What follows belongs to an exercise in optimizing a design on an open flow for small area and a short achievable clock period; a production flow would make more cautious choices. Function was not checked in any run shown here: the RTL went through the layout flow alone. No activity file was given, so power comes from the tool's default toggle rates.

==> flow/design.v (outline; a module is shown in full before it is edited, if it fits) <==
// module fp_mul_pipe: 1837 lines
module fp_mul_pipe (
  input  logic        clk,
  input  logic        rst_n,
  input  logic        in_valid,
  input  logic [3:0]  r_mode,
  input  logic [31:0] fp_X,
  input  logic [31:0] fp_Y,
  output logic        out_valid,
  output logic [31:0] fp_Z,
  output logic        ovrf,
  output logic        udrf
);
  // ...
==> flow/flow/run.sh <==
#!/bin/bash
set -euo pipefail
MARGIN=5.8
sed -E "s/SETUP_SLACK_MARGIN=[-0-9.]+/SETUP_SLACK_MARGIN=${MARGIN}/" standard.sh > standard_margin.sh
grep -q "SETUP_SLACK_MARGIN=${MARGIN}" standard_margin.sh
bash standard_margin.sh > standard.log 2>&1
==> flow/standard.sh <==
#!/bin/bash
# synth_recipe.tcl (not shown) runs the flow's synth.tcl, then flattens the netlist and writes it again
# the make line also repeats each setting of config.mk as NAME=value (left out here)
make -C /OpenROAD-flow-scripts/flow DESIGN_CONFIG=/design/flow/config.mk WORK_HOME=/design/flow/orfs CLKGATE_MAP_FILE= SYNTH_SCRIPT=/design/flow/synth_recipe.tcl "${@:-finish}"
==> flow/config.mk <==
export PLATFORM = sky130hd
export DESIGN_NAME = fp_mul_pipe
export DESIGN_NICKNAME = fp_mul_pipe
export VERILOG_FILES = /design/flow/design.v
export SDC_FILE = /design/flow/constraint.sdc
export NUM_CORES = 4
export LEC_CHECK = 0
export CAP_MARGIN = 20
export CORE_MARGIN = 2
export CORE_UTILIZATION = 40
export CTS_BUF_LIST = sky130_fd_sc_hd__clkbuf_8
export CTS_CLUSTER_SIZE = 30
export SETUP_SLACK_MARGIN = 5.0
export SLEW_MARGIN = 20
==> flow/constraint.sdc <==
create_clock -name core_clock -period 8.5 [get_ports {clk}]
set_input_delay 1.7000 -clock core_clock [delete_from_list [all_inputs] [get_ports {clk}]]
set_output_delay 1.7000 -clock core_clock [all_outputs]
set_load 0.01 [all_outputs]
==> flow_summary.yaml, run 1 <==
clock_network:
  cts.sinks: 288
  path_clk_slew_ns: 0.07
yosys:
  synth.distinct_cells: 73
  synth_xor_xnor_area_share_pct: 13.4
  synthFlopType: "dfxtp_1"
  muxShareOfSynthArea_pct: 0.466
  synth_top_family_by_area: "adder cells"
  yosys_warnings: 1
global_route:
  grt_pass1_vias: 19000
  grt_usage_pct: 26.6
layout:
  sh_seq_area_pct: 20.0
  fillers: 4454
  final-seq-area_um2: 5940
  nClkBuffers: 62
  drive_gt1_share_pct: 34.2
  antenna_cells: 0
  bufAreaShareNonClock_pct: 15.1
  multi_input_area_share_pct: 55.0
  top_regs: "r1b_r (39), r1a_r (38), r1c_r (38)"
  n_all_inverters: 260
  seq_cells: 288
run_status:
  status: "timing/DRC/antenna clean"
power_and_ir_drop:
  p_seq_share_pct: 18.8
  pg_clk_mw: 1.34
  pg_comb_mw: 8.16
sta:
  finClkSkew_ns: 0.0638
  setup_slack_ns: 5.04
  final.period_utilization_pct: 40.7
  slew_violations: 0
  rsz0062_at_grt: "yes"
worst_hold_path:
  min_path_cells: 0
  min_path_type: "reg2reg"
floorplan:
  dieArea_um2: 56300
  taps: 696
drt:
  wl_per_cell_um: 24.4
  top_layer_used: "met5"
  vias: 18100
critical_path:
  cp.depth: 13
  rr_endpoint: "m2_q[16]"
placement:
  pre_cts_ws_ns: 4.70
  dp_hpwl_um: 42100
==> run 2, diff against run 1 <==
==> flow/run.sh (new file) <==
#!/bin/bash
# synth_recipe.tcl (not shown) runs the flow's synth.tcl, then flattens the netlist and writes it again
# the make line also repeats each setting of config.mk as NAME=value (left out here)
make -C /OpenROAD-flow-scripts/flow DESIGN_CONFIG=/design/flow/config.mk WORK_HOME=/design/flow/orfs CLKGATE_MAP_FILE= SYNTH_SCRIPT=/design/flow/synth_recipe.tcl finish
removed: flow/flow/run.sh
removed: flow/standard.sh
==> flow_summary.yaml, run 2 <==
sta:
  final-setup-viol-count: 0
  worst_slew_pin_slew_ns: 0.733
  fmax_ghz: 0.285
  fin_crit_ns: 3.51
  final.period_utilization_pct: 41.4
  slew_violations: 0
  final.setup.tns_ns: 0
  max-slew-margin-rel_pct: 51.2
  finClkSkew_ns: 0.0172
  rsz0062_at_grt: "yes"
  hold_viol: 0
critical_path:
  crit_buf_inv: 3
  cpPeakStageDelay_ns: 0.58
  path_class: "reg2reg"
  r2r_start: "r1c_r[18]"
  cp.arrival_ns: 4.08
  worstSetupStartpointType: "flop"
  critPathMaxFanout: 7
  cp_top_family: "compound AO/OA/AOI/OAI gates"
  end_kind: "flop"
  critPathLaunch: "r1c_r[18]"
  worst_ep_required_time_ns: 9.07
  worstPathCellList: "fa_1 > ha_4 > and3_1 > o211ai_1 > or4b_4 > a21oi_4 > o311a_1 > a211o_4 > buf_12 > clkinv_16 > clkbuf_4 > a311o_1 > o2bb2ai_1"
  slowest_stage: "or4b_4"
worst_hold_path:
  hp-start: "s0_q"
  min_path_type: "reg2reg"
flow_run:
  max-cap-violations: 0
clock_network:
  htreeDepth: 2
  clk_path_buf_depth: 3
  path_clk_slew_ns: 0.06
  cts_tree: "yes"
  cts.sinks: 288
  worstSkewPairLatency_ns: 0.63
  postCtsHoldBufs: 0
  root_buffer: "clkbuf_8"
  cts-buffers-inserted: 48
yosys:
  synthFlopType: "dfxtp_1"
  synth_area_leaders: "dfxtp_1 26%, fa_1 24%, xnor2_1 10%"
  synth_edf_count: 0
  synth_area_um2: 21700
  syn_nets: 2624
  synth_top_area_cell: "dfxtp_1"
  synth_top_cells_by_count: "284 x dfxtp_1, 259 x fa_1, 257 x a22oi_1"
  yosys_warnings: 1
  synth.top_cell.area_share_pct: 26.1
  asyncSetResetFlopFracSynth_pct: 1.39
  synthCells: 2192
  synth.yosys.seq_area_share_pct: 26.6
  syn-mean-instance-area_um2: 9.92
  ys_ff_latch: 288
  synth.distinct_cells: 73
  post-synth-top-count-cell: "dfxtp_1"
layout:
  stdcell_area_um2: 25300
  top_regs: "r1b_r (39), r1a_r (38), r1c_r (38)"
  largest_reg_flops: 39
  antenna_cells: 0
  final_common_cell: "dfxtp_1"
  drive_gt1_share_pct: 11.6
  regMostFlops: "r1b_r"
  layout_common_cells: "272 x dfxtp_1, 265 x inv_1, 259 x fa_1"
  finalNetCount: 2699
  syn2layout_area_growth_pct: 16.4
placement:
  gp_congestion: 0.865
  port_buffers: 105
  dp_hpwl_um: 41100
  placed_cell_area_um2: 23400
global_route:
  grt_usage_pct: 22.0
  grt_pass1_vias: 17500
  grt_antenna_before_repair: 0
  grt_pass1_wl_um: 97500
  grt_overflow: 0
  grt_max_degree: 32
power_and_ir_drop:
  clkPwrFrac_pct: 12.2
  netSwitchingPower_mw: 4.64
  p_int_mw: 5.86
  netSwitchingFraction_pct: 44.2
  p_seq_share_pct: 20.7
  share_comb_of_total_power_pct: 67.1
  ir_worst_vdd_v: 0.000271
  power.density_nw_per_um2: 415
  p_leak_nw: 10.4
floorplan:
  die_h_um: 237
  dieArea_um2: 56300
  core-area_um2: 53800
  start_util_pct: 40.4
  pin_count: 106
  rows: 85
  die_x_um: 237
drt:
  drc: 0
  drt-initial-drc-count: 1356
  wl_per_cell_um: 20.7
  antenna_left: 0
  drt_wl_total_um: 62100
  viasPerCell: 5.53
  vias: 16600
  dr.pass1.iters: 6
run_status:
  status: "timing/DRC/antenna clean"
==> run 2: logic make-up (layout without fill, tap and decap cells) <==
kind of cell | after synthesis | after routing | synth area share [%]
AO/OA/AOI/OAI | 485 | 485 | 15.5
buffers and inverters | 435 | 544 | 7.61
adder cells (fa/ha/maj) | 361 | 361 | 29.7
XOR/XNOR | 332 | 332 | 13.4
flip-flops | 288 | 288 | 26.6
AND/OR/NAND/NOR | 281 | 281 | 6.75
multiplexers | 10 | 10 | 0.466
==> run 2: final timing paths <==
kind	endpoint	slack (ns)	cells past startpoint
hold reg to reg	s1_q	0.32	0
min in group asynchronous	vld_q[2]	1.26	1
max in group asynchronous	vld_q[0]	7.08	1
setup reg to reg	inc2_q	4.99	13
hold / removal	s1_q	0.32	0
setup / recovery	inc2_q	4.99	13
==> run 2: layer usage <==
layer / vias to the layer above / GRT usage [%] / routed length [um]
met5: - / 0 / 0
met4: 0 / 10.1 / 2780
met3: 188 / 4.91 / 5360
met2: 800 / 35.0 / 27800
met1: 8127 / 28.8 / 26200
li1: 7444 / - / -
==> run 2: power groups by stage <==
stage | clock network, mW | registers (mW) | logic (mW)
6_report | 1.28 | 2.17 | 7.05
4_1_cts | 1.32 | 2.18 | 6.52
2_1_floorplan | 0 | 2.16 | 4.19
5_1_grt | 1.38 | 2.22 | 7.88
3_5_place_dp | 0 | 2.20 | 5.91
3_3_place_gp | 0 | 2.18 | 5.80
==> run 2: layout make-up <==
class,instances,area (um^2)
clock buffers,61,840
clock inverters,23,171
fillers,5027,28500
inverters,260,1010
multi-input cells,1469,14800
flip-flops and latches,288,5800
well taps,696,871
repair buffers,198,1830
repair inverters,2,22.5
==> run 2: what timing repair did <==
action / in CTS / in global routing
gates cloned: 2 / 1
setup buffers: 8 / 31
gates resized for setup: 57 / 59
pin swaps: 22 / 27
setup endpoints to repair: 82 / 68
==> run 2: stage by stage <==
stage | total power, mW | utilization, % | hold WS, ns | setup WS [ns] | instances
floorplan | 6.35 | - | 0.310 | 5.03 | 2192
global placement | 7.98 | 43.5 | 0.313 | 3.92 | 2871
detailed placement | 8.12 | 43.5 | 0.312 | 3.85 | 2871
CTS | 10.0 | 46.1 | 0.327 | 5.01 | 2965
global route | 11.5 | 47.0 | 0.331 | 4.85 | 2997
finish | 10.5 | 47.0 | 0.325 | 4.99 | 2997

## separate check: timing with driven ports
How much do the figures lean on ideal ports? The routed layouts below were timed once more, with nothing changed but the port constraints. Step 1, drivers: a clkbuf_16 drives clk and a buf_2 each remaining input, both assumed. Step 2 adds t to the input delays and takes it off the output delays; t is the mean of the earliest and latest rising clock arrival at the registers after step 1. Input paths then give back, and output paths get back, about the clock's delay inside the block. a / b / c = ideal / step 1 / step 2; a / b = the first two.
| run | shift t [ns] | setup slack, ns | worst register clock-pin slew, ns | pins driven straight from the clock port |
|---|---|---|---|---|
| run 1 | 0.725 | 5.038 / 5.038 / 5.038 | 0.08 / 0.08 | 1 |
| run 2 | 0.680 | 4.985 / 4.985 / 4.985 | 0.07 / 0.07 | 1 |
After both steps every run listed still meets setup and hold.
